What follows belongs to an exercise in optimizing a design on an open flow for small area, a short achievable clock period and few clock cycles per item; a production flow would make more cautious choices.
The RTL was checked by simulation tests, not by an equivalence proof against the original design.

[design/flow/design.v]
package sw_pkg;
    typedef logic [1:0] base_t;
    localparam int RIDX_W = $clog2(16);
    localparam int QIDX_W = $clog2(24);
    localparam int HW = $clog2(2 * 16 + 1);
endpackage
`timescale 1ns/1ps
module sw_sequencer (
    input  logic       clk,
    input  logic       reset,
    input  logic       i_valid,
    output logic       o_start,    
    output logic       o_load,     
    output logic [5:0] o_cnt,      
    output logic       o_last,     
    output logic       o_finish
);
    localparam int LAST = 24 + 16 - 1;
    logic       busy;
    logic [5:0] cnt;
    logic       fin;
    assign o_start = i_valid && !busy;
    assign o_load  = o_start || (busy && cnt < 6'(24 - 1));
    assign o_cnt   = cnt;
    assign o_last  = (cnt == 6'(LAST));
    assign o_finish = fin;
    always_ff @(posedge clk or posedge reset) begin
        if (reset) begin
            busy <= 1'b0;
            cnt  <= '0;
            fin  <= 1'b0;
        end else begin
            fin <= busy && (cnt == 6'(LAST));
            if (o_start) begin
                busy <= 1'b1;
                cnt  <= '0;
            end else if (busy) begin
                cnt <= cnt + 1'b1;
                if (cnt == 6'(LAST)) begin
                    busy <= 1'b0;
                end
            end
        end
    end
endmodule
`timescale 1ns/1ps
module sw_pe #(
    parameter int J = 1
) (
    input  logic       clk,
    input  logic       i_first,     
    input  logic       i_cell,      
    input  logic [1:0] i_query,     
    input  logic [1:0] i_ref_pin,   
    input  logic [5:0] i_h_left,    
    input  logic       i_eq_left,   
    output logic [1:0] o_query,
    output logic [5:0] o_h,
    output logic       o_eq
);
    localparam int WH = $clog2(2 * J + 1);       
    localparam int WA = $clog2(2 * J + 2);       
    localparam int WS = WA + 1;                  
    function automatic logic gtc(input logic [WS-1:0] a, input logic [WS-1:0] b, input logic c);
        logic r;
        r = c;
        for (int k = 0; k < WS; k++) begin
            r = (a[k] & ~b[k]) | ((a[k] | ~b[k]) & r);
        end
        gtc = r;
    endfunction
    logic [1:0]    ref_q;
    logic [1:0]    query_q;
    logic [WA-1:0] a_q;
    logic [WH-1:0] h_q;
    logic          eq_i_q;
    logic          eq_d_q;
    logic [1:0]    ref_b;
    logic [WA-1:0] hd;
    logic [WA-1:0] a_nxt;
    logic [WS-1:0] hl;
    logic [WS-1:0] hu;
    logic [WS-1:0] av;
    logic          el;
    logic [WS-1:0] ival;
    logic [WS-1:0] dval;
    logic [WS-1:0] ival_b;
    logic [WS-1:0] dval_b;
    logic [WS-1:0] dg;
    logic          i_ge_g;
    logic          d_ge_g;
    logic          i_ge_d;
    logic          d_ge_i;
    logic          eq_i;
    logic          eq_d;
    logic [WS-1:0] h_nxt;
    assign ref_b = i_first ? i_ref_pin : ref_q;
    assign hd    = (J == 1) ? '0 : WA'(i_h_left);
    assign a_nxt = (i_query == ref_b) ? hd + 2'd3 : ((hd == '0) ? WA'(1) : hd);
    always_ff @(posedge clk) begin
        if (i_first) begin
            ref_q <= i_ref_pin;
        end
        query_q <= i_query;
        a_q     <= a_nxt;
    end
    assign hl = (J == 1) ? '0 : WS'(i_h_left);
    assign el = (J == 1) ? 1'b0 : i_eq_left;
    assign hu = WS'(h_q);
    assign av = WS'(a_q);
    assign i_ge_g = gtc(hl, av, el);               
    assign d_ge_g = gtc(hu, av, eq_d_q);
    assign ival   = hl - WS'(2) + WS'(el);
    assign dval   = hu - WS'(2) + WS'(eq_d_q);
    assign ival_b = {~ival[WS-1], ival[WS-2:0]};
    assign dval_b = {~dval[WS-1], dval[WS-2:0]};
    assign i_ge_d = gtc(ival_b, dval_b, 1'b1);
    assign d_ge_i = gtc(dval_b, ival_b, 1'b1);
    assign eq_i   = i_ge_g && i_ge_d;
    assign eq_d   = d_ge_g && d_ge_i;
    assign dg     = av - 1'b1;
    assign h_nxt  = (!i_ge_g && !d_ge_g) ? dg : (eq_i ? ival : dval);
    always_ff @(posedge clk) begin
        h_q    <= i_cell ? WH'(h_nxt) : '0;
        eq_i_q <= eq_i;
        eq_d_q <= eq_d;
    end
    assign o_query = query_q;
    assign o_h     = 6'(h_q);
    assign o_eq    = eq_i_q;
endmodule
`timescale 1ns/1ps
module sw_pe_array (
    input  logic                              clk,
    input  logic                              reset,
    input  logic                              i_start,
    input  logic                              i_load,
    input  logic [1:0]                        i_query_base,
    input  logic [1:0]                        i_ref_base,
    output logic [16-1:0][5:0]       o_h
);
    logic [16-1:0]      cell_q;    
    logic [16-1:0][1:0] query_c;
    logic [16-1:0][5:0] h_c;
    logic [16-1:0]      eq_c;
    for (genvar j = 0; j < 16; j++) begin : g_cell
        logic       diag_act;
        logic       first;
        logic [1:0] query;
        logic [5:0] h_left;
        logic       eq_left;
        if (j == 0) begin : g_head
            assign diag_act = i_load;
            assign first    = i_start;
            assign query    = i_query_base;
            assign h_left   = '0;
            assign eq_left  = 1'b0;
        end else begin : g_body
            assign diag_act = cell_q[j-1];
            assign first    = cell_q[j-1] && !cell_q[j];
            assign query    = query_c[j-1];
            assign h_left   = h_c[j-1];
            assign eq_left  = eq_c[j-1];
        end
        always_ff @(posedge clk or posedge reset) begin
            if (reset) begin
                cell_q[j]  <= 1'b0;
            end else begin
                cell_q[j]  <= diag_act;
            end
        end
        sw_pe #(.J(j + 1)) u_pe (
            .clk        (clk),
            .i_first    (first),
            .i_cell     (cell_q[j]),
            .i_query    (query),
            .i_ref_pin  (i_ref_base),
            .i_h_left   (h_left),
            .i_eq_left  (eq_left),
            .o_query    (query_c[j]),
            .o_h        (h_c[j]),
            .o_eq       (eq_c[j])
        );
    end
    assign o_h = h_c;
endmodule
`timescale 1ns/1ps
module sw_max_tracker (
    input  logic                          clk,
    input  logic                          i_clear,
    input  logic [5:0]                    i_cnt,
    input  logic                          i_last,    
    input  logic [16-1:0][5:0]   i_h,
    output logic [5:0]                    o_max,
    output logic [4:0]                    o_pos_ref,
    output logic [4:0]                    o_pos_query
);
    localparam int N = 16;
    function automatic logic gtc(input logic [5:0] a, input logic [5:0] b, input logic c);
        logic r;
        r = c;
        for (int k = 0; k < 6; k++) begin
            r = (a[k] & ~b[k]) | ((a[k] | ~b[k]) & r);
        end
        gtc = r;
    endfunction
    logic [5:0]   g_q;        
    logic [4:0]   col_q;      
    logic [5:0]   diag_q;     
    logic [4:0]   row_q;      
    logic [N-1:0] c2;
    logic [N-1:0] c1;
    logic [N-1:0] c0;
    logic [N-1:0] below;      
    logic [N-1:0] c0b;
    logic         any2;
    logic         any1;
    logic         any0;
    logic [4:0]   enc2;
    logic [4:0]   enc1;
    logic [4:0]   enc0;
    logic [5:0]   cnt1;
    logic [5:0]   g_p1;
    logic [5:0]   g_p2;
    logic         take;
    function automatic logic [4:0] lowest(input logic [N-1:0] v);
        lowest = '0;
        for (int k = N - 1; k >= 0; k--) begin
            if (v[k]) begin
                lowest = 5'(k + 1);
            end
        end
    endfunction
    logic [3:0] g_oh;
    assign g_oh = 4'b0001 << g_q[1:0];
    for (genvar k = 0; k < N; k++) begin : g_cls
        logic       ge;
        logic [3:0] h_oh;
        assign ge    = gtc(i_h[k], g_q, 1'b1);
        assign h_oh  = 4'b0001 << i_h[k][1:0];
        assign c0[k] = ge && |(h_oh & g_oh);
        assign c1[k] = ge && |(h_oh & {g_oh[2:0], g_oh[3]});
        assign c2[k] = ge && |(h_oh & {g_oh[1:0], g_oh[3:2]});
        assign below[k] = (5'(k + 1) < col_q);
    end
    assign c0b  = c0 & below;
    assign any2 = |c2;
    assign any1 = |c1;
    assign any0 = |c0b;
    assign enc2 = lowest(c2);
    assign enc1 = lowest(c1);
    assign enc0 = lowest(c0b);
    assign cnt1 = i_cnt + 1'b1;
    assign g_p1 = g_q + 6'd1;
    assign g_p2 = g_q + 6'd2;
    assign take = any2 || any1 || any0;
    always_ff @(posedge clk) begin
        if (i_clear) begin
            g_q    <= '0;
            col_q  <= 5'd1;
            diag_q <= 6'd2;
        end else if (take) begin
            g_q    <= any2 ? g_p2 : (any1 ? g_p1 : g_q);
            col_q  <= any2 ? enc2 : (any1 ? enc1 : enc0);
            diag_q <= cnt1;
        end
        if (i_last && take) begin
            row_q <= 5'(24);
        end else begin
            row_q <= diag_q[4:0] - col_q;
        end
    end
    assign o_max       = g_q;
    assign o_pos_ref   = col_q;
    assign o_pos_query = row_q;
endmodule
`timescale 1ns/1ps
module sw_top (
    input  logic                                clk,
    input  logic                                reset,
    input  logic                                i_valid,
    input  sw_pkg::base_t                       i_ref_base,
    input  sw_pkg::base_t                       i_query_base,
    output logic                                o_finish,
    output logic [8-1:0]              o_max,
    output logic [sw_pkg::RIDX_W:0]             o_pos_ref,
    output logic [sw_pkg::QIDX_W:0]             o_pos_query
);
    logic                        start;
    logic                        load;
    logic [5:0]                  cnt;
    logic                        last;
    logic [16-1:0][5:0] h;
    logic [5:0]                  best_s;
    logic [4:0]                  best_j;
    logic [4:0]                  best_i;
    sw_sequencer u_sequencer (
        .clk      (clk),
        .reset    (reset),
        .i_valid  (i_valid),
        .o_start  (start),
        .o_load   (load),
        .o_cnt    (cnt),
        .o_last   (last),
        .o_finish (o_finish)
    );
    sw_pe_array u_pe_array (
        .clk          (clk),
        .reset        (reset),
        .i_start      (start),
        .i_load       (load),
        .i_query_base (i_query_base),
        .i_ref_base   (i_ref_base),
        .o_h          (h)
    );
    sw_max_tracker u_max_tracker (
        .clk         (clk),
        .i_clear     (start),
        .i_cnt       (cnt),
        .i_last      (last),
        .i_h         (h),
        .o_max       (best_s),
        .o_pos_ref   (best_j),
        .o_pos_query (best_i)
    );
    assign o_max       = 8'(best_s);
    assign o_pos_ref   = best_j;
    assign o_pos_query = {1'b0, best_i};
endmodule
[design/flow/run.sh]
#!/bin/bash
# synth_recipe.tcl (not shown) runs the flow's synth.tcl, then flattens the netlist and writes it again
# the make line also repeats each setting of config.mk as NAME=value (left out here)
make -C /OpenROAD-flow-scripts/flow DESIGN_CONFIG=/design/flow/config.mk WORK_HOME=/design/flow/orfs CLKGATE_MAP_FILE= SYNTH_SCRIPT=/design/flow/synth_recipe.tcl finish
[design/flow/config.mk]
export PLATFORM = sky130hd
export DESIGN_NAME = sw_top
export DESIGN_NICKNAME = sw_top
export VERILOG_FILES = /design/flow/design.v
export SDC_FILE = /design/flow/constraint.sdc
export NUM_CORES = 4
export LEC_CHECK = 0
export CAP_MARGIN = 20
export CORE_MARGIN = 2
export CORE_UTILIZATION = 40
export SETUP_SLACK_MARGIN = 4.8
export SLEW_MARGIN = 20
export TNS_END_PERCENT = 100
[design/flow/constraint.sdc]
create_clock -name core_clock -period 7.5 [get_ports {clk}]
set_input_delay 1.5000 -clock core_clock [delete_from_list [all_inputs] [get_ports {clk}]]
set_output_delay 1.5000 -clock core_clock [all_outputs]
set_load 0.01 [all_outputs]
==> qor.yml, run 1 <==
detailed_routing:
  routed_via_density: 5.76
  met3_wire_length_mm: 3.67
  maxUsedRoutingLayer: "met4"
  drt-total-wl_mm: 66.6
  drc_violation_total_after_the_first_tritonroute_iteration: 1467
  total_vias_in_the_final_route: 20100
  detailedRoute.firstPassIterationCount: 5
  detail_route.wl_per_cell_um: 19.1
  detail_route.wirelength.met1_mm: 29.2
  routed_length_on_met2_mm: 32.0
  antenna_left: 0
  detail_route.drc_violations: 0
grt:
  grt_first_pass_wirelength_mm: 106
  track_usage_pct: 23.1
  first_global_vias: 19900
  global_route.overflow_total: 0
  grt_max_degree: 28
  grt_antenna_before_repair: 2
floorplanning:
  die_y_um: 236
  core_area_um2: 53500
  fp.dieW_um: 236
  start_util_pct: 40.3
  placement_rows: 85
  die_area_um2: 55800
  top_level_ports: 27
setup_path:
  crit_path_start: "u_max_tracker.g_q[0]$_SDFFE_PP0P_"
  cpPeakStageDelay_ns: 0.45
  setup.worst_path.class: "flop to flop"
  cp_cell_sequence: "buf_12 -> inv_8 -> ha_4 -> buf_6 -> buf_12 -> a22o_1 -> a221oi_2 -> o22ai_2 -> nor4b_4 -> nand4b_1 -> buf_4 -> buf_4 -> nor3_4 -> buf_4 -> a22o_1 -> a221o_1"
  critical_path.reg2reg.startpoint: "u_max_tracker.g_q[0]$_SDFFE_PP0P_"
  worst_ep_required_time_ns: 8.01
  critical_path_arrival_ns: 3.88
  worst-r2r-cell-count: 16
  crit_path_end: "u_max_tracker.col_q[1]$_SDFFE_PP0P_"
  crit_fanout: 10
  cpMaxStageDelayCell: "sky130_fd_sc_hd__dfxtp_4"
  setup.worst_path.end_class: "flop"
  most_repeated_library_cell_on_the_critical_path: "sky130_fd_sc_hd__buf_4"
  reg2reg_to: "u_max_tracker.col_q[1]$_SDFFE_PP0P_"
  rrSetupSlack_ns: 4.13
  cp-start-kind: "flop"
timing:
  timing.max_slew.rel_slack_pct: 49.0
  final-max-slew-violation-count: 0
  post-route-period-util_pct: 44.9
  finalCriticalPeriod_ns: 3.37
  finalSetupViolCount: 0
  finalSetupTns_ns: 0
  grt_setup_unrepaired: "true"
  timing_worst_slew_pin_value_ns: 0.765
  timing.clock.skew_ns: 0.0280
  maxClockFrequency_mhz: 297
  timing.final.hold_violations: 0
yosys:
  synth-seq-area-share_pct: 26.2
  synth-edff-count: 0
  postSynthCellCount: 2593
  synthesis.yosys.warnings: 19
  synth_top_cells_by_area: "sky130_fd_sc_hd__dfxtp_1 23%, sky130_fd_sc_hd__ha_1 12%, sky130_fd_sc_hd__maj3_1 6.8%"
  synth.distinct_cells: 85
  synth_largest_area_cell: "sky130_fd_sc_hd__dfxtp_1"
  synthFlopType: "sky130_fd_sc_hd__dfxtp_1"
  syn_avg_cell_area_um2: 8.31
  ffs_latches_synth: 276
  mappedNetlistArea_um2: 21600
  yosys.area.top_type_share_pct: 23.4
  async_reset_ff_share_pct: 8.70
finish:
  ratio_of_cells_with_drive_above_1_in_the_final_layout_pct: 26.3
  nNetsFinal: 2978
  multiInputGateArea_um2: 16700
  final_util_pct: 51.7
  fillers: 4840
  syn2layout_area_growth_pct: 28.3
  final-seq-area_um2: 5850
min_path:
  hold_path_class: "flop to flop"
cts:
  clock_sink_count: 276
  path_clk_slew_ns: 0.06
  numCtsBuffers: 36
  clock_tree.htree_level_count: 2
  clock_tree.buffer_depth: 3
  tritoncts: "done"
  cts_hold_buf: 0
  clock_latency_ns: 0.57
  clock_tree.root_cell: "sky130_fd_sc_hd__clkbuf_16"
place:
  placement.io_buffers: 23
  gp_congestion: 0.916
  dp_hpwl_mm: 44.1
run_status:
  status: "finished clean"
run:
  max-cap-violations: 0
## critical path, delay by kind of cell, from the launching register on
kind,cells,cell delay (ns)
AND/OR/NAND/NOR,3,0.83
adder cells (fa/ha/maj),1,0.19
AO/OA/AOI/OAI,5,0.89
flip-flops,1,0.45
buffers and inverters,7,0.95
## cell usage after synthesis, types with 22 or more instances
cell type and count:
sky130_fd_sc_hd__nand3b_1 22, sky130_fd_sc_hd__mux2i_1 35, sky130_fd_sc_hd__nor3_1 41, sky130_fd_sc_hd__a31oi_1 32
sky130_fd_sc_hd__a21oi_1 132, sky130_fd_sc_hd__nor2b_1 88, sky130_fd_sc_hd__inv_1 160, sky130_fd_sc_hd__o21ai_0 105
sky130_fd_sc_hd__xor2_1 92, sky130_fd_sc_hd__and2_1 27, sky130_fd_sc_hd__dfxtp_1 252, sky130_fd_sc_hd__nor2_1 185
sky130_fd_sc_hd__xnor2_1 117, sky130_fd_sc_hd__nand2_1 224, sky130_fd_sc_hd__a22oi_1 85, sky130_fd_sc_hd__mux2_2 38
sky130_fd_sc_hd__ha_1 203, sky130_fd_sc_hd__clkbuf_1 78, sky130_fd_sc_hd__nand3_1 49, sky130_fd_sc_hd__nand2b_1 74
sky130_fd_sc_hd__dfrtp_1 24, sky130_fd_sc_hd__maj3_1 147
## routing by layer
metal	global-route usage, %	vias up
met5	0	-
met4	7.47	0
met3	3.34	146
met2	39.7	602
met1	29.6	9752
li1	-	9617
## through the flow
step / std cells / area (um^2) / setup WS, ns / hold slack (ns)
finish: 3491 / 27700 / 4.13 / 0.355
global route: 3490 / 27700 / 3.98 / 0.367
CTS: 3453 / 26700 / 4.14 / 0.358
detailed placement: 3223 / 23000 / 2.95 / 0.356
global placement: 3223 / 23000 / 3.03 / 0.354
floorplan: 2595 / 22400 / 4.33 / 0.349
## layout by cell type (no fill, tap or decap), types with 19 or more instances in the layout
| cell | count |
|---|---|
| sky130_fd_sc_hd__a21oi_1 | 118 |
| sky130_fd_sc_hd__a22oi_1 | 78 |
| sky130_fd_sc_hd__a31oi_1 | 28 |
| sky130_fd_sc_hd__and2_1 | 22 |
| sky130_fd_sc_hd__buf_4 | 139 |
| sky130_fd_sc_hd__buf_6 | 47 |
| sky130_fd_sc_hd__clkbuf_16 | 37 |
| sky130_fd_sc_hd__dfrtp_1 | 24 |
| sky130_fd_sc_hd__dfxtp_1 | 189 |
| sky130_fd_sc_hd__dfxtp_4 | 49 |
| sky130_fd_sc_hd__ha_1 | 144 |
| sky130_fd_sc_hd__ha_4 | 45 |
| sky130_fd_sc_hd__inv_1 | 129 |
| sky130_fd_sc_hd__maj3_1 | 110 |
| sky130_fd_sc_hd__maj3_2 | 39 |
| sky130_fd_sc_hd__mux2_2 | 23 |
| sky130_fd_sc_hd__mux2i_1 | 35 |
| sky130_fd_sc_hd__nand2_1 | 215 |
| sky130_fd_sc_hd__nand2b_1 | 68 |
| sky130_fd_sc_hd__nand3_1 | 41 |
| sky130_fd_sc_hd__nand3b_1 | 22 |
| sky130_fd_sc_hd__nor2_1 | 159 |
| sky130_fd_sc_hd__nor2b_1 | 77 |
| sky130_fd_sc_hd__nor3_1 | 33 |
| sky130_fd_sc_hd__o211a_1 | 19 |
| sky130_fd_sc_hd__o211ai_1 | 21 |
| sky130_fd_sc_hd__o21ai_0 | 85 |
| sky130_fd_sc_hd__xnor2_1 | 103 |
| sky130_fd_sc_hd__xor2_1 | 86 |
## flip-flops by register name, indices dropped and copies added, names as in the netlist
register                        cells
u_sequencer.busy                    1
u_pe_array.g_cell.u_pe.eq_d_q      16
u_max_tracker.col_q                 5
u_pe_array.g_cell.u_pe.h_q         70
u_max_tracker.diag_q                5
u_pe_array.g_cell.u_pe.query_q     30
u_sequencer.cnt                     6
u_pe_array.cell_q                  16
u_max_tracker.g_q                   6
u_max_tracker.row_q                 5
u_pe_array.g_cell.u_pe.a_q         69
u_pe_array.g_cell.u_pe.eq_i_q      14
u_sequencer.fin                     1
u_pe_array.g_cell.u_pe.ref_q       32
## what timing repair did
item                       CTS  global route
buffers inserted           162            37
gates cloned                 3             0
pin swaps                   98            76
gates resized for setup    356           164
setup endpoints to repair  183            99
## final cells by class
type                            count  share of cell area (%)
Multi-Input combinational cell   2046                    60.4
Sequential cell                   276                    21.1
Timing Repair Buffer              231                    8.26
Clock buffer                       49                    3.61
Tap cell                          696                    3.15
Inverter                          176                    2.76
Clock inverter                     16                   0.629
Antenna cell                        1                 0.00905
## logic make-up after synthesis
family | after synthesis | share of synthesized area, %
muxes | 74 | 3.72
adders and majority gates | 353 | 18.8
DFF | 276 | 26.2
and+or+nand+nor | 796 | 18.3
xor gates and xnor gates | 209 | 8.49
other | 1 | 0.0174
AOI/OAI and AO/OA | 611 | 19.5
buffers and inverters | 273 | 4.93
## how the worst min path moves through the flow
stage	start	to	slack, ns	cells past startpoint
floorplan	u_pe_array.g_cell[9].u_pe.query_q[0]$_DFF_P_	u_pe_array.g_cell[10].u_pe.query_q[0]$_DFF_P_	0.35	0
global placement	u_pe_array.g_cell[1].u_pe.query_q[1]$_DFF_P_	u_pe_array.g_cell[2].u_pe.query_q[1]$_DFF_P_	0.35	0
detailed placement	u_pe_array.g_cell[1].u_pe.query_q[1]$_DFF_P_	u_pe_array.g_cell[2].u_pe.query_q[1]$_DFF_P_	0.36	0
CTS	u_pe_array.g_cell[1].u_pe.query_q[1]$_DFF_P_	u_pe_array.g_cell[2].u_pe.query_q[1]$_DFF_P_	0.36	0
global route	u_pe_array.g_cell[1].u_pe.query_q[1]$_DFF_P_	u_pe_array.g_cell[2].u_pe.query_q[1]$_DFF_P_	0.37	0
finish	u_pe_array.g_cell[1].u_pe.query_q[1]$_DFF_P_	u_pe_array.g_cell[2].u_pe.query_q[1]$_DFF_P_	0.36	0
Testbench counts, summed over its fixed seeds: cycles 13,120, runs 320.
==> run 2: changes to the inputs <==
--- a/design/flow/config.mk
+++ b/design/flow/config.mk
@@ -8,6 +8,6 @@
 export CAP_MARGIN = 20
 export CORE_MARGIN = 2
 export CORE_UTILIZATION = 40
-export SETUP_SLACK_MARGIN = 4.8
+export SETUP_SLACK_MARGIN = 4.4
 export SLEW_MARGIN = 20
 export TNS_END_PERCENT = 100
==> qor.yml, run 2 <==
setup_path:
  setup.worst_path.end_class: "flop"
  crit_fanout: 7  # -3
  cpPeakStageDelay_ns: 0.62  # +0.17 ns
  worst-r2r-cell-count: 14  # -2
  setup.worst_path.class: "flop to flop"
  timing.critical_path.max_delay_family: "simple AND/OR/NAND/NOR gates"
  cp_cell_sequence: "buf_12 -> buf_6 -> ha_4 -> buf_12 -> a22oi_2 -> nand2_1 -> and3_4 -> or4_4 -> or4b_4 -> nor4_4 -> buf_6 -> buf_4 -> nor2b_2 -> or2_1"
  critical_path_arrival_ns: 3.85  # -0.03 ns
  crit_buf_inv: 5  # -2
  cp-start-kind: "flop"
  rrSetupSlack_ns: 4.10  # -0.04 ns
  reg2reg_to: "u_max_tracker.row_q[3]$_SDFF_PP1_"
  worst_ep_required_time_ns: 7.94  # -0.07 ns
  cpMaxStageDelayCell: "sky130_fd_sc_hd__or4b_4"
  critical_path.reg2reg.startpoint: "u_max_tracker.g_q[0]$_SDFFE_PP0P_"
  timing.critical_path.depth: 14  # -2
cts:
  path_clk_slew_ns: 0.06  # about the same
  cts_hold_buf: 0  # unchanged
  clock_tree.root_cell: "sky130_fd_sc_hd__clkbuf_16"
  clock_tree.buffer_depth: 3  # unchanged
  numCtsBuffers: 35  # -2.8%
  clock_latency_ns: 0.56  # about the same
  clock_tree.htree_level_count: 2  # unchanged
  clock_sink_count: 276  # unchanged
  tritoncts: "done"
floorplanning:
  core_area_um2: 53500  # unchanged
  die_area_um2: 55800  # unchanged
  top_level_ports: 27  # unchanged
  start_util_pct: 40.3  # unchanged
  die_y_um: 236  # unchanged
  placement_rows: 85  # unchanged
  fp.dieW_um: 236  # unchanged
detailed_routing:
  detailedRoute.firstPassIterationCount: 6  # +1
  drt-total-wl_mm: 65.7  # -1.4%
  total_vias_in_the_final_route: 19800  # -1.3%
  detail_route.wl_per_cell_um: 18.9  # -0.69%
  antenna_left: 0  # unchanged
  routed_via_density: 5.73  # -0.64%
  drc_violation_total_after_the_first_tritonroute_iteration: 1396  # -4.8%
  detail_route.drc_violations: 0  # unchanged
finish:
  syn2layout_area_growth_pct: 22.1
  fillers: 4933  # +1.9%
  nNetsFinal: 2954  # -0.81%
  reg_top3: "u_pe_array.g_cell.u_pe.h_q (70), u_pe_array.g_cell.u_pe.a_q (69), u_pe_array.g_cell.u_pe.ref_q (32)"
  most_common_cell_after_layout_fill_and_taps_aside: "sky130_fd_sc_hd__nand2_1"
  largest_register_ffs: 70  # unchanged
  most-common-layout-cells: "216 x sky130_fd_sc_hd__nand2_1, 196 x sky130_fd_sc_hd__dfxtp_1, 182 x sky130_fd_sc_hd__ha_1"
  final-seq-area_um2: 5800  # -0.88%
  largest_register: "u_pe_array.g_cell.u_pe.h_q"
  final_util_pct: 49.2  # -2.5 points
  ratio_of_cells_with_drive_above_1_in_the_final_layout_pct: 19.6  # -6.7 points
  multiInputGateArea_um2: 15800  # -5.5%
  insertedDiodeCount: 0  # -1
timing:
  post-route-period-util_pct: 45.4  # +0.49 points
  timing.max_slew.rel_slack_pct: 52.0  # +3.0 points
  finalSetupTns_ns: 0  # unchanged
  fin_ws_ns: 4.10  # -0.0370 ns
  timing.final.hold_violations: 0  # unchanged
  finalCriticalPeriod_ns: 3.40  # +0.0370 ns
  final-max-slew-violation-count: 0  # unchanged
  timing.clock.skew_ns: 0.0312  # +0.00326 ns
  maxClockFrequency_mhz: 294  # -1.1%
  timing_worst_slew_pin_value_ns: 0.719  # -0.0456 ns
  grt_setup_unrepaired: "true"
  finalSetupViolCount: 0  # unchanged
yosys:
  synth-edff-count: 0  # unchanged
  synth.most_common_cell: "sky130_fd_sc_hd__dfxtp_1"
  synth_fa_ha_area_share_pct: 18.8  # unchanged
  synth_largest_area_cell: "sky130_fd_sc_hd__dfxtp_1"
  syn_avg_cell_area_um2: 8.31  # unchanged
  yosys.area_share.xor_xnor_pct: 8.49  # unchanged
  synth_top_family_by_area: "compound AO/OA/AOI/OAI gates"
  mappedNetlistArea_um2: 21600  # unchanged
  synth.top_cells.by_count: "252 x sky130_fd_sc_hd__dfxtp_1, 224 x sky130_fd_sc_hd__nand2_1, 203 x sky130_fd_sc_hd__ha_1, 185 x sky130_fd_sc_hd__nor2_1, 160 x sky130_fd_sc_hd__inv_1"
  post_synth_and_or_nand_nor_area_fraction_pct: 18.3  # unchanged
  synth-seq-area-share_pct: 26.2  # unchanged
  async_reset_ff_share_pct: 8.70  # unchanged
  synth_compound_area_share_pct: 19.5  # unchanged
  ffs_latches_synth: 276  # unchanged
  yosys.area.top_type_share_pct: 23.4  # unchanged
  multiplexer_share_of_the_synthesized_area_pct: 3.72  # unchanged
  postSynthCellCount: 2593  # unchanged
  synth.distinct_cells: 85  # unchanged
  synth_top_cells_by_area: "sky130_fd_sc_hd__dfxtp_1 23%, sky130_fd_sc_hd__ha_1 12%, sky130_fd_sc_hd__maj3_1 6.8%"
  synthFlopType: "sky130_fd_sc_hd__dfxtp_1"
  synthesis.yosys.warnings: 19  # unchanged
min_path:
  worstHoldEndpoint: "u_pe_array.g_cell[6].u_pe.query_q[0]$_DFF_P_"
  hold_path_class: "flop to flop"
  hold_path.startpoint: "u_pe_array.g_cell[5].u_pe.query_q[0]$_DFF_P_"
  min_delay_path_depth: 0  # unchanged
grt:
  grt_max_degree: 26  # -7.1%
  track_usage_pct: 22.6  # -0.49 points
  global_route.overflow_total: 0  # unchanged
  first_global_vias: 19200  # -3.7%
  grt_first_pass_wirelength_mm: 103  # -2.8%
  grt_antenna_before_repair: 0  # -2
place:
  gp_congestion: 0.899  # -1.9%
  placement_stage_worst_setup_slack_ns: 2.77  # -0.186 ns
  placement.io_buffers: 23  # unchanged
  dp_hpwl_mm: 44.0  # -0.31%
run:
  max-cap-violations: 0  # unchanged
run_status:
  status: "finished clean"
-- run 2: cell counts after synthesis --
Identical to the previous run, type by type.
-- run 2: how the worst max path moves through the flow --
stage                                      endpoint                                        start  slack [ns]
2_1_floorplan   u_max_tracker.col_q[1]$_SDFFE_PP0P_            u_max_tracker.g_q[0]$_SDFFE_PP0P_        4.33
3_3_place_gp      u_max_tracker.row_q[3]$_SDFF_PP1_            u_max_tracker.g_q[3]$_SDFFE_PP0P_        2.94
3_5_place_dp      u_max_tracker.row_q[3]$_SDFF_PP1_            u_max_tracker.g_q[3]$_SDFFE_PP0P_        2.77
4_1_cts        u_max_tracker.diag_q[1]$_SDFFE_PP1P_            u_max_tracker.g_q[0]$_SDFFE_PP0P_        4.21
5_1_grt        u_max_tracker.diag_q[1]$_SDFFE_PP1P_  u_pe_array.g_cell[7].u_pe.h_q[1]$_SDFF_PN0_        4.00
6_report          u_max_tracker.row_q[3]$_SDFF_PP1_            u_max_tracker.g_q[0]$_SDFFE_PP0P_        4.10
-- run 2: final cells by class --
type / instances / share of cell area, %
multi-input cells: 2046 / 60.0
flip-flops and latches: 276 / 22.0
repair buffers: 208 / 7.26
clock buffers: 46 / 3.84
well taps: 696 / 3.31
inverters: 176 / 2.77
clock inverters: 18 / 0.756
-- run 2: what timing repair did --
item	4_1_cts	5_1_grt
hold endpoints to repair	0	0
resized for setup	163	133
gates cloned	0	0
endpoints found under the setup margin	142	69
pin swaps	27	49
buffers inserted	122	60
-- run 2: cells by family after synthesis --
group	count (synthesis)
AND/OR/NAND/NOR	796
AO/OA/AOI/OAI	611
adder cells (fa/ha/maj)	353
flip-flops	276
buffers and inverters	273
XOR/XNOR	209
multiplexers	74
other	1
-- run 2: per-stage QoR --
stage / cell area (um^2) / hold WS [ns] / cells
finish: 26300 / 0.360 / 3466
detailed placement: 22500 / 0.362 / 3220
global route: 26300 / 0.367 / 3466
global placement: 22500 / 0.362 / 3220
CTS: 25200 / 0.362 / 3406
floorplan: 21800 / 0.349 / 2595
-- run 2: routing by layer --
layer	up-vias	wire, um	track usage, %
met5	-	57	0
met4	2	1830	7.37
met3	148	4450	3.41
met2	686	29800	36.9
met1	9471	29600	30.4
li1	9539	-	-
==> run 3: changes to the inputs <==
--- a/design/flow/design.v
+++ b/design/flow/design.v
@@ -69,6 +69,15 @@
         end
         gtc = r;
     endfunction
+    function automatic logic [WS-1:0] gapv(input logic [WS-1:0] h, input logic e);
+        logic c;
+        gapv[0] = h[0] ^ e;
+        c = h[0] & e;
+        for (int k = 1; k < WS; k++) begin
+            gapv[k] = ~(h[k] ^ c);
+            c = h[k] | c;
+        end
+    endfunction
     logic [1:0]    ref_q;
     logic [1:0]    query_q;
     logic [WA-1:0] a_q;
@@ -110,8 +119,8 @@
     assign av = WS'(a_q);
     assign i_ge_g = gtc(hl, av, el);               
     assign d_ge_g = gtc(hu, av, eq_d_q);
-    assign ival   = hl - WS'(2) + WS'(el);
-    assign dval   = hu - WS'(2) + WS'(eq_d_q);
+    assign ival   = gapv(hl, el);
+    assign dval   = gapv(hu, eq_d_q);
     assign ival_b = {~ival[WS-1], ival[WS-2:0]};
     assign dval_b = {~dval[WS-1], dval[WS-2:0]};
     assign i_ge_d = gtc(ival_b, dval_b, 1'b1);
--- a/design/flow/config.mk
+++ b/design/flow/config.mk
@@ -8,6 +8,6 @@
 export CAP_MARGIN = 20
 export CORE_MARGIN = 2
 export CORE_UTILIZATION = 40
-export SETUP_SLACK_MARGIN = 4.4
+export SETUP_SLACK_MARGIN = 4.3
 export SLEW_MARGIN = 20
 export TNS_END_PERCENT = 100
==> qor.yml, run 3 <==
finish:
  insertedDiodeCount: 0  # unchanged
  largest_register: "u_pe_array.g_cell.u_pe.h_q"
  nNetsFinal: 2630  # -11%
  reg_top3: "u_pe_array.g_cell.u_pe.h_q (70), u_pe_array.g_cell.u_pe.a_q (69), u_pe_array.g_cell.u_pe.ref_q (32)"
  most-common-layout-cells: "218 x sky130_fd_sc_hd__ha_1, 211 x sky130_fd_sc_hd__dfxtp_1, 208 x sky130_fd_sc_hd__inv_1"
  ratio_of_cells_with_drive_above_1_in_the_final_layout_pct: 14.9  # -4.6 points
  most_common_cell_after_layout_fill_and_taps_aside: "sky130_fd_sc_hd__ha_1"
  final_util_pct: 47.2  # -2.0 points
  largest_register_ffs: 70  # unchanged
  syn2layout_area_growth_pct: 16.7
grt:
  grt_max_degree: 50  # +92%
  grt_busiest_layer: "met2"
  global_route.usage.met1_pct: 25.8  # -4.6 points
  global_route.overflow_total: 0  # unchanged
  global_route.usage.met3_pct: 3.12  # -0.29 points
  first_global_vias: 17100  # -11%
  track_usage_pct: 20.1  # -2.5 points
  grt_first_pass_wirelength_mm: 87.7  # -15%
  grt_antenna_before_repair: 0  # unchanged
  groute.layer.met2.usage_pct: 34.7  # -2.2 points
floorplanning:
  die_area_um2: 52400  # -6.0%
  top_level_ports: 27  # unchanged
  start_util_pct: 40.4  # +0.12 points
  fp.dieW_um: 229  # -3.1%
  core_area_um2: 50100  # -6.4%
  die_y_um: 229  # -3.1%
  placement_rows: 82  # -3.5%
setup_path:
  worst_ep_required_time_ns: 7.95  # about the same
  critical_path.reg2reg.startpoint: "u_max_tracker.g_q[1]$_SDFFE_PP0P_"
  critical_path_arrival_ns: 3.65  # -0.20 ns
  cp-start-kind: "flop"
  cpMaxStageDelayCell: "sky130_fd_sc_hd__dfxtp_4"
  rrSetupSlack_ns: 4.30  # +0.20 ns
  cpPeakStageDelay_ns: 0.38  # -0.24 ns
  setup.worst_path.class: "flop to flop"
  worst-r2r-cell-count: 14  # unchanged
  reg2reg_to: "u_max_tracker.col_q[4]$_SDFFE_PP0P_"
  cp_cell_sequence: "clkinvlp_4 -> buf_4 -> ha_4 -> buf_12 -> a22o_1 -> a221oi_1 -> inv_1 -> o2bb2ai_2 -> nor4_4 -> o211ai_4 -> buf_6 -> nor4b_4 -> nand3_1 -> a21oi_1"
  setup.worst_path.end_class: "flop"
  crit_fanout: 24  # +17
yosys:
  postSynthCellCount: 2315  # -11%
  synth_largest_area_cell: "sky130_fd_sc_hd__dfxtp_1"
  mappedNetlistArea_um2: 20200  # -6.1%
  yosys.area.top_type_share_pct: 24.9  # +1.5 points
  synthFlopType: "sky130_fd_sc_hd__dfxtp_1"
  synth-seq-area-share_pct: 27.9  # +1.7 points
  syn_avg_cell_area_um2: 8.74  # +5.1%
  synth-edff-count: 0  # unchanged
  synth_top_cells_by_area: "sky130_fd_sc_hd__dfxtp_1 25%, sky130_fd_sc_hd__ha_1 14%, sky130_fd_sc_hd__maj3_1 5.4%"
  synth.distinct_cells: 89  # +4.7%
  ffs_latches_synth: 276  # unchanged
  synth.top_cells.by_count: "252 x sky130_fd_sc_hd__dfxtp_1, 232 x sky130_fd_sc_hd__ha_1, 226 x sky130_fd_sc_hd__inv_1, 135 x sky130_fd_sc_hd__nand2_1, 127 x sky130_fd_sc_hd__a21oi_1"
  synth.most_common_cell: "sky130_fd_sc_hd__dfxtp_1"
  synthesis.yosys.warnings: 19  # unchanged
  async_reset_ff_share_pct: 8.70  # unchanged
detailed_routing:
  drc_violation_total_after_the_first_tritonroute_iteration: 1114  # -20%
  detail_route.wl_per_cell_um: 18.1  # -4.5%
  detailedRoute.firstPassIterationCount: 7  # +1
  antenna_left: 0  # unchanged
  detail_route.drc_violations: 0  # unchanged
  total_vias_in_the_final_route: 17600  # -11%
  routed_via_density: 5.70  # -0.37%
  drt-total-wl_mm: 55.9  # -15%
timing:
  finalSetupTns_ns: 0  # unchanged
  timing.clock.skew_ns: 0.0180  # -0.0133 ns
  finalSetupViolCount: 0  # unchanged
  final-max-slew-violation-count: 0  # unchanged
  timing.final.hold_violations: 0  # unchanged
  maxClockFrequency_mhz: 312  # +6.3%
  grt_setup_unrepaired: "true"
  finalCriticalPeriod_ns: 3.20  # -0.201 ns
  timing_worst_slew_pin_value_ns: 0.724  # +0.00477 ns
  post-route-period-util_pct: 42.7  # -2.7 points
  timing.max_slew.rel_slack_pct: 51.1  # -0.87 points
cts:
  clock_sink_count: 276  # unchanged
  clock_tree.htree_level_count: 2  # unchanged
  clock_tree.root_cell: "sky130_fd_sc_hd__clkbuf_16"
  clock_latency_ns: 0.54  # -0.02 ns
  path_clk_slew_ns: 0.06  # about the same
  clock_tree.buffer_depth: 3  # unchanged
  numCtsBuffers: 34  # -2.9%
  tritoncts: "done"
  cts_hold_buf: 0  # unchanged
run:
  max-cap-violations: 0  # unchanged
min_path:
  hold_path.startpoint: "u_pe_array.g_cell[7].u_pe.query_q[0]$_DFF_P_"
  hold_path_class: "flop to flop"
  min_delay_path_depth: 0  # unchanged
  worstHoldEndpoint: "u_pe_array.g_cell[8].u_pe.query_q[0]$_DFF_P_"
run_status:
  status: "finished clean"
place:
  dp_hpwl_mm: 39.1  # -11%
  placement.io_buffers: 23  # unchanged
  gp_congestion: 0.886  # -1.5%
==> run 3: changes by cell type in the layout (fill, tap and decap cells not counted), moves of 30 or more <==
cell / delta
sky130_fd_sc_hd__ha_1: +36
sky130_fd_sc_hd__nand2_1: -82
sky130_fd_sc_hd__o22ai_1: +30
sky130_fd_sc_hd__buf_4: -82
sky130_fd_sc_hd__nor2_1: -57
sky130_fd_sc_hd__o21ai_0: -30
sky130_fd_sc_hd__inv_1: +71
sky130_fd_sc_hd__xnor2_1: -55
sky130_fd_sc_hd__xor2_1: -33
==> run 3: critical path: cells and delay by family, from the launching register on <==
kind                     cells  cell delay (ns)
AND/OR/NAND/NOR              3             0.85
flip-flops                   1             0.38
buffers and inverters        5             0.71
adder cells (fa/ha/maj)      1             0.20
AO/OA/AOI/OAI                5             0.96
==> run 3: layer usage <==
metal	part of all wire [%]	up-vias
met5	0	-
met4	2.8	0
met3	4.5	101
met2	48	465
met1	45	8475
li1	-	8576
==> run 3: kinds of logic (layout without fill, tap and decap cells) <==
| kind of cell | after synthesis | in the layout | synth area share, % |
|---|---|---|---|
| buffers and inverters | 303 | 402 | 5.87 |
| adder cells (fa/ha/maj) | 347 | 347 | 20.1 |
| XOR/XNOR | 114 | 114 | 4.94 |
| other | 1 | 3 | 0.0185 |
| multiplexers | 101 | 101 | 5.32 |
| flip-flops | 276 | 276 | 27.9 |
| AO/OA/AOI/OAI | 636 | 636 | 22.3 |
| AND/OR/NAND/NOR | 537 | 537 | 13.5 |
==> run 3: timing repair <==
action	4_1_cts	5_1_grt
buffers inserted	35	34
cloned	0	3
pin swaps	15	26
gates resized for setup	92	135
setup endpoints to repair	109	75
==> run 3: cell type report <==
class	instances	area, um^2
fillers	4839	26500
multi-input cells	1738	13900
flip-flops and latches	276	5750
clock buffers	54	1050
repair buffers	102	997
inverters	238	938
well taps	672	841
clock inverters	8	104
==> run 3: worst max-delay path by stage <==
stage          slack (ns)                              endpoint                         startpoint  cells after the start
6_report             4.30   u_max_tracker.col_q[4]$_SDFFE_PP0P_  u_max_tracker.g_q[1]$_SDFFE_PP0P_                     14
5_1_grt              4.13   u_max_tracker.col_q[3]$_SDFFE_PP0P_  u_max_tracker.g_q[1]$_SDFFE_PP0P_                     11
4_1_cts              4.29  u_max_tracker.diag_q[4]$_SDFFE_PP0P_  u_max_tracker.g_q[0]$_SDFFE_PP0P_                     13
3_5_place_dp         2.74  u_max_tracker.diag_q[4]$_SDFFE_PP0P_  u_max_tracker.g_q[1]$_SDFFE_PP0P_                     12
3_3_place_gp         2.86  u_max_tracker.diag_q[4]$_SDFFE_PP0P_  u_max_tracker.g_q[1]$_SDFFE_PP0P_                     12
2_1_floorplan        4.30  u_max_tracker.diag_q[1]$_SDFFE_PP1P_  u_max_tracker.g_q[1]$_SDFFE_PP0P_                     14
==> run 3: per-stage QoR <==
stage / area (um^2) / hold slack (ns) / worst slack, ns / std cells
finish: 23600 / 0.348 / 4.30 / 3088
global route: 23600 / 0.360 / 4.13 / 3088
CTS: 22700 / 0.351 / 4.29 / 3051
detailed placement: 21100 / 0.361 / 2.74 / 2954
global placement: 21100 / 0.362 / 2.86 / 2954
floorplan: 20300 / 0.349 / 4.30 / 2317
Testbench counts of run 3, summed over its fixed seeds: cycles 13,120, runs 320.
==> run 4: changes to the inputs <==
--- a/design/flow/design.v
+++ b/design/flow/design.v
@@ -54,6 +54,8 @@
     input  logic [1:0] i_ref_pin,   
     input  logic [5:0] i_h_left,    
     input  logic       i_eq_left,   
+    input  logic [5:0] i_best,      
+    output logic [1:0] o_cand,      
     output logic [1:0] o_query,
     output logic [5:0] o_h,
     output logic       o_eq
@@ -84,6 +86,7 @@
     logic [WH-1:0] h_q;
     logic          eq_i_q;
     logic          eq_d_q;
+    logic [1:0]    cand_q;
     logic [1:0]    ref_b;
     logic [WA-1:0] hd;
     logic [WA-1:0] a_nxt;
@@ -103,6 +106,12 @@
     logic          eq_i;
     logic          eq_d;
     logic [WS-1:0] h_nxt;
+    logic [6:0]    a7;
+    logic [6:0]    g7;
+    logic          a_gt_g;
+    logic [3:0]    a_oh;
+    logic [3:0]    g_oh;
+    logic [1:0]    cand;
     assign ref_b = i_first ? i_ref_pin : ref_q;
     assign hd    = (J == 1) ? '0 : WA'(i_h_left);
     assign a_nxt = (i_query == ref_b) ? hd + 2'd3 : ((hd == '0) ? WA'(1) : hd);
@@ -129,7 +138,29 @@
     assign eq_d   = d_ge_g && d_ge_i;
     assign dg     = av - 1'b1;
     assign h_nxt  = (!i_ge_g && !d_ge_g) ? dg : (eq_i ? ival : dval);
+    function automatic logic gt7(input logic [6:0] a, input logic [6:0] b);
+        logic r;
+        r = 1'b0;
+        for (int k = 0; k < 7; k++) begin
+            r = (a[k] & ~b[k]) | ((a[k] | ~b[k]) & r);
+        end
+        gt7 = r;
+    endfunction
+    assign a7     = 7'(a_q);
+    assign g7     = {1'b0, i_best};
+    assign a_gt_g = gt7(a7, g7);                   
+    assign a_oh   = 4'b0001 << a_q[1:0];
+    assign g_oh   = 4'b0001 << i_best[1:0];
+    always_comb begin
+        cand = 2'd0;
+        if (i_cell && a_gt_g) begin
+            if (|(a_oh & {g_oh[2:0], g_oh[3]}))      cand = 2'd1;
+            else if (|(a_oh & {g_oh[1:0], g_oh[3:2]})) cand = 2'd2;
+            else                                       cand = 2'd3;
+        end
+    end
     always_ff @(posedge clk) begin
+        cand_q <= cand;
         h_q    <= i_cell ? WH'(h_nxt) : '0;
         eq_i_q <= eq_i;
         eq_d_q <= eq_d;
@@ -137,6 +168,7 @@
     assign o_query = query_q;
     assign o_h     = 6'(h_q);
     assign o_eq    = eq_i_q;
+    assign o_cand  = cand_q;
 endmodule
 `timescale 1ns/1ps
 module sw_pe_array (
@@ -146,7 +178,9 @@
     input  logic                              i_load,
     input  logic [1:0]                        i_query_base,
     input  logic [1:0]                        i_ref_base,
-    output logic [16-1:0][5:0]       o_h
+    input  logic [5:0]                        i_best,
+    output logic [16-1:0][5:0]       o_h,
+    output logic [16-1:0][1:0]       o_cand
 );
     logic [16-1:0]      cell_q;    
     logic [16-1:0][1:0] query_c;
@@ -186,6 +220,8 @@
             .i_ref_pin  (i_ref_base),
             .i_h_left   (h_left),
             .i_eq_left  (eq_left),
+            .i_best     (i_best),
+            .o_cand     (o_cand[j]),
             .o_query    (query_c[j]),
             .o_h        (h_c[j]),
             .o_eq       (eq_c[j])
@@ -199,21 +235,14 @@
     input  logic                          i_clear,
     input  logic [5:0]                    i_cnt,
     input  logic                          i_last,    
-    input  logic [16-1:0][5:0]   i_h,
+    input  logic [16-1:0][1:0]   i_cand,
     output logic [5:0]                    o_max,
     output logic [4:0]                    o_pos_ref,
     output logic [4:0]                    o_pos_query
 );
     localparam int N = 16;
-    function automatic logic gtc(input logic [5:0] a, input logic [5:0] b, input logic c);
-        logic r;
-        r = c;
-        for (int k = 0; k < 6; k++) begin
-            r = (a[k] & ~b[k]) | ((a[k] | ~b[k]) & r);
-        end
-        gtc = r;
-    endfunction
     logic [5:0]   g_q;        
+    logic [2:0]   step_q;     
     logic [4:0]   col_q;      
     logic [5:0]   diag_q;     
     logic [4:0]   row_q;      
@@ -240,16 +269,16 @@
             end
         end
     endfunction
-    logic [3:0] g_oh;
-    assign g_oh = 4'b0001 << g_q[1:0];
     for (genvar k = 0; k < N; k++) begin : g_cls
-        logic       ge;
-        logic [3:0] h_oh;
-        assign ge    = gtc(i_h[k], g_q, 1'b1);
-        assign h_oh  = 4'b0001 << i_h[k][1:0];
-        assign c0[k] = ge && |(h_oh & g_oh);
-        assign c1[k] = ge && |(h_oh & {g_oh[2:0], g_oh[3]});
-        assign c2[k] = ge && |(h_oh & {g_oh[1:0], g_oh[3:2]});
+        logic p2;
+        logic p1;
+        logic p0;
+        assign p2 = i_cand[k] == 2'd3;
+        assign p1 = i_cand[k] == 2'd2;
+        assign p0 = i_cand[k] == 2'd1;
+        assign c2[k] = p2 & step_q[0];
+        assign c1[k] = (p2 & step_q[1]) | (p1 & step_q[0]);
+        assign c0[k] = (p2 & step_q[2]) | (p1 & step_q[1]) | (p0 & step_q[0]);
         assign below[k] = (5'(k + 1) < col_q);
     end
     assign c0b  = c0 & below;
@@ -266,12 +295,16 @@
     always_ff @(posedge clk) begin
         if (i_clear) begin
             g_q    <= '0;
+            step_q <= 3'b001;
             col_q  <= 5'd1;
             diag_q <= 6'd2;
-        end else if (take) begin
-            g_q    <= any2 ? g_p2 : (any1 ? g_p1 : g_q);
-            col_q  <= any2 ? enc2 : (any1 ? enc1 : enc0);
-            diag_q <= cnt1;
+        end else begin
+            step_q <= any2 ? 3'b100 : (any1 ? 3'b010 : 3'b001);
+            if (take) begin
+                g_q    <= any2 ? g_p2 : (any1 ? g_p1 : g_q);
+                col_q  <= any2 ? enc2 : (any1 ? enc1 : enc0);
+                diag_q <= cnt1;
+            end
         end
         if (i_last && take) begin
             row_q <= 5'(24);
@@ -300,6 +333,7 @@
     logic [5:0]                  cnt;
     logic                        last;
     logic [16-1:0][5:0] h;
+    logic [16-1:0][1:0] cand;
     logic [5:0]                  best_s;
     logic [4:0]                  best_j;
     logic [4:0]                  best_i;
@@ -320,14 +354,16 @@
         .i_load       (load),
         .i_query_base (i_query_base),
         .i_ref_base   (i_ref_base),
-        .o_h          (h)
+        .i_best       (best_s),
+        .o_h          (h),
+        .o_cand       (cand)
     );
     sw_max_tracker u_max_tracker (
         .clk         (clk),
         .i_clear     (start),
         .i_cnt       (cnt),
         .i_last      (last),
-        .i_h         (h),
+        .i_cand      (cand),
         .o_max       (best_s),
         .o_pos_ref   (best_j),
         .o_pos_query (best_i)
==> qor.yml, run 4 <==
run_status:
  status: "finished clean"
timing:
  timing.final.hold_violations: 0  # unchanged
  timing.clock.skew_ns: 0.0138  # -0.00421 ns
  timing.max_slew.rel_slack_pct: 42.1  # -9.0 points
  timing_worst_slew_pin_value_ns: 0.861  # +0.138 ns
  finalSetupTns_ns: 0  # unchanged
  finalSetupViolCount: 0  # unchanged
  post-route-period-util_pct: 44.5  # +1.8 points
  grt_setup_unrepaired: "true"
  maxClockFrequency_mhz: 300  # -3.9%
  final-max-slew-violation-count: 0  # unchanged
  finalCriticalPeriod_ns: 3.33  # +0.131 ns
  hold_slack_ns: 0.368  # +0.0198 ns
floorplanning:
  die_y_um: 233  # +1.8%
  die_area_um2: 54300  # +3.6%
  core_area_um2: 51600  # +3.1%
  start_util_pct: 40.6  # +0.22 points
  fp.dieW_um: 233  # +1.8%
  top_level_ports: 27  # unchanged
  placement_rows: 83  # +1.2%
cts:
  clock_sink_count: 303  # +9.8%
  clock_tree.buffer_depth: 3  # unchanged
  cts_hold_buf: 0  # unchanged
  clock_latency_ns: 0.55  # about the same
  numCtsBuffers: 35  # +2.9%
  clock_tree.root_cell: "sky130_fd_sc_hd__clkbuf_16"
  clock_tree.htree_level_count: 2  # unchanged
  tritoncts: "done"
  path_clk_slew_ns: 0.06  # about the same
grt:
  grt_first_pass_wirelength_mm: 85.4  # -2.6%
  grt_max_degree: 53  # +6.0%
  first_global_vias: 16900  # -1.1%
  global_route.overflow_total: 0  # unchanged
  track_usage_pct: 19.1  # -0.98 points
  grt_antenna_before_repair: 0  # unchanged
yosys:
  synth.top_cells.by_count: "279 x sky130_fd_sc_hd__dfxtp_1, 230 x sky130_fd_sc_hd__ha_1, 216 x sky130_fd_sc_hd__inv_1, 174 x sky130_fd_sc_hd__nand2_1, 161 x sky130_fd_sc_hd__nor2_1"
  postSynthCellCount: 2396  # +3.5%
  yosys.area.top_type_share_pct: 26.6  # +1.7 points
  synth-seq-area-share_pct: 29.5  # +1.6 points
  syn_avg_cell_area_um2: 8.75  # +0.14%
  synthFlopType: "sky130_fd_sc_hd__dfxtp_1"
  synth.most_common_cell: "sky130_fd_sc_hd__dfxtp_1"
  ffs_latches_synth: 303  # +9.8%
  synth_largest_area_cell: "sky130_fd_sc_hd__dfxtp_1"
  synth_top_cells_by_area: "sky130_fd_sc_hd__dfxtp_1 27%, sky130_fd_sc_hd__ha_1 14%, sky130_fd_sc_hd__maj3_1 5.5%"
  synth-edff-count: 0  # unchanged
  synth.distinct_cells: 84  # -5.6%
  async_reset_ff_share_pct: 7.92  # -0.77 points
  mappedNetlistArea_um2: 21000  # +3.6%
  synthesis.yosys.warnings: 19  # unchanged
min_path:
  hold_path_class: "flop to flop"
  min_delay_path_depth: 0  # unchanged
finish:
  largest_register_ffs: 69  # -1.4%
  most_common_cell_after_layout_fill_and_taps_aside: "sky130_fd_sc_hd__dfxtp_1"
  most-common-layout-cells: "264 x sky130_fd_sc_hd__dfxtp_1, 229 x sky130_fd_sc_hd__ha_1, 216 x sky130_fd_sc_hd__inv_1"
  nNetsFinal: 2634  # +0.15%
  largest_register: "u_pe_array.g_cell.u_pe.a_q"
  ratio_of_cells_with_drive_above_1_in_the_final_layout_pct: 8.67  # -6.3 points
  insertedDiodeCount: 0  # unchanged
  syn2layout_area_growth_pct: 10.1
  reg_top3: "u_pe_array.g_cell.u_pe.a_q (69), u_pe_array.g_cell.u_pe.h_q (64)"
  fillers: 4882  # +0.89%
  final_design_area_no_fill_um2: 23100  # -2.2%
run:
  max-cap-violations: 0  # unchanged
place:
  placedInstanceArea_um2: 21800  # +3.5%
  placement.io_buffers: 23  # unchanged
  gp_congestion: 0.834  # -5.8%
  dp_hpwl_mm: 38.1  # -2.5%
detailed_routing:
  routed_via_density: 5.53  # -3.1%
  detail_route.wl_per_cell_um: 17.0  # -6.4%
  detailedRoute.firstPassIterationCount: 6  # -1
  detail_route.drc_violations: 0  # unchanged
  drt-total-wl_mm: 52.6  # -5.9%
  total_vias_in_the_final_route: 17100  # -2.7%
  antenna_left: 0  # unchanged
  drc_violation_total_after_the_first_tritonroute_iteration: 1233  # +11%
setup_path:
  setup.worst_path.class: "flop to output pin"
  worst-r2r-cell-count: 12  # -2
  crit_fanout: 13  # -46%
  rrSetupSlack_ns: 4.47  # +0.17 ns
  setup.worst_path.end_class: "output pin"
  cp-start-kind: "flop"
  worst_ep_required_time_ns: 6.00  # -1.95 ns
  critical_path_arrival_ns: 1.83  # -1.82 ns
## run 4: cell types whose count changed after synthesis, moves of 10 or more
cell	delta
sky130_fd_sc_hd__nor2_1	+36
sky130_fd_sc_hd__dfxtp_1	+27
sky130_fd_sc_hd__and2_1	+10
sky130_fd_sc_hd__nand2_1	+39
sky130_fd_sc_hd__o22ai_1	-36
sky130_fd_sc_hd__inv_1	-10
sky130_fd_sc_hd__a221oi_1	-21
sky130_fd_sc_hd__o2bb2ai_1	-20
sky130_fd_sc_hd__maj3_2	+18
sky130_fd_sc_hd__a31oi_1	+10
sky130_fd_sc_hd__mux2i_1	+23
sky130_fd_sc_hd__clkbuf_1	+26
sky130_fd_sc_hd__o31ai_1	-13
sky130_fd_sc_hd__nand3_1	+12
## run 4: worst paths after layout
| path | startpoint | to |
|---|---|---|
| max in group asynchronous | reset | u_sequencer.fin$_DFF_PP0_ |
| min | u_pe_array.g_cell[11].u_pe.query_q[0]$_DFF_P_ | u_pe_array.g_cell[12].u_pe.query_q[0]$_DFF_P_ |
| min in group asynchronous | reset | u_pe_array.cell_q[15]$_DFF_PP0_ |
| max reg2reg | u_pe_array.g_cell[13].u_pe.h_q[0]$_SDFF_PN0_ | u_pe_array.g_cell[14].u_pe.h_q[3]$_SDFF_PN0_ |
| max | u_max_tracker.g_q[0]$_SDFFE_PP0P_ | o_max[0] |
| min reg2reg | u_pe_array.g_cell[11].u_pe.query_q[0]$_DFF_P_ | u_pe_array.g_cell[12].u_pe.query_q[0]$_DFF_P_ |
## run 4: layout make-up
type                            instances  area (um^2)  share of cell area, %
Multi-Input combinational cell       1788        13700                   59.1
Sequential cell                       303         6220                   26.9
Clock buffer                           45          943                   4.09
Inverter                              228          856                   3.71
Tap cell                              680          851                   3.68
Timing Repair Buffer                   40          355                   1.54
Clock inverter                         18          213                  0.921
## run 4: cells by family (layout without fill, tap and decap cells)
group                    Yosys count  in the layout  share of synthesized area (%)
buffers and inverters            307            331                           5.64
multiplexers                     134            134                           6.83
AND/OR/NAND/NOR                  638            638                           15.0
other                              1              3                         0.0179
adder cells (fa/ha/maj)          369            369                           20.5
XOR/XNOR                         111            111                           4.64
AO/OA/AOI/OAI                    533            533                           17.9
flip-flops                       303            303                           29.5
## run 4: metal layers
metal,routed length [um],part of all wire (%),up-vias,global-route usage [%]
li1,-,-,8513,-
met1,25100,48,8256,25.5
met2,24800,47,321,32.7
met3,1950,3.7,52,2.27
met4,808,1.5,0,4.72
met5,0,0,-,0
## run 4: timing repair
item	in CTS	in global routing
setup endpoints to repair	43	42
pin swaps	1	3
gates resized for setup	17	19
buffers inserted	3	2
## run 4: critical path, stage by stage (launching register included)
cell                              delay [ns]
sky130_fd_sc_hd__dfxtp_4                0.46
sky130_fd_sc_hd__buf_6                  0.24
sky130_fd_sc_hd__clkdlybuf4s50_1        0.58
## run 4: per-stage QoR
stage / utilization [%] / instances / setup WS [ns]
global placement: 42.3 / 3034 / 3.38
detailed placement: 42.3 / 3034 / 3.39
CTS: 44.6 / 3100 / 4.03
floorplan: - / 2398 / 4.53
global route: 44.7 / 3102 / 4.12
finish: 44.7 / 3102 / 4.17
Testbench counts of run 4, summed over its fixed seeds: cycles 13,120, runs 320.

-- what the ideal ports hide --
No port has a modelled driver above. Below, the same layouts with a new extraction and two added sets of constraints. Step 1 sets driving cells, clkbuf_16 on the clock port and buf_2 on the other inputs (assumed; they add their load-dependent delay and slew). Step 2 also shifts input and output timing later by t, the mid clock arrival at the registers, as if the neighbouring blocks saw the same clock. Three values: no drivers, after step 1, after step 2; two values: the first two.
| run | t, ns | slack for setup (ns) | worst register clock-pin slew, ns | pins driven straight from the clock port |
|---|---|---|---|---|
| run 1 | 0.615 | 4.133 / 4.133 / 4.133 | 0.06 / 0.06 | 1 |
| run 2 | 0.610 | 4.096 / 4.096 / 3.991 | 0.06 / 0.06 | 1 |
| run 3 | 0.580 | 4.297 / 4.283 / 4.095 | 0.06 / 0.06 | 1 |
| run 4 | 0.591 | 4.165 / 4.113 / 3.882 | 0.06 / 0.06 | 1 |
After both steps setup and hold are still met in every run listed. For run 4, which loses most, drivers alone change the setup slack by -0.052 ns; drivers and shift together by -0.283 ns.
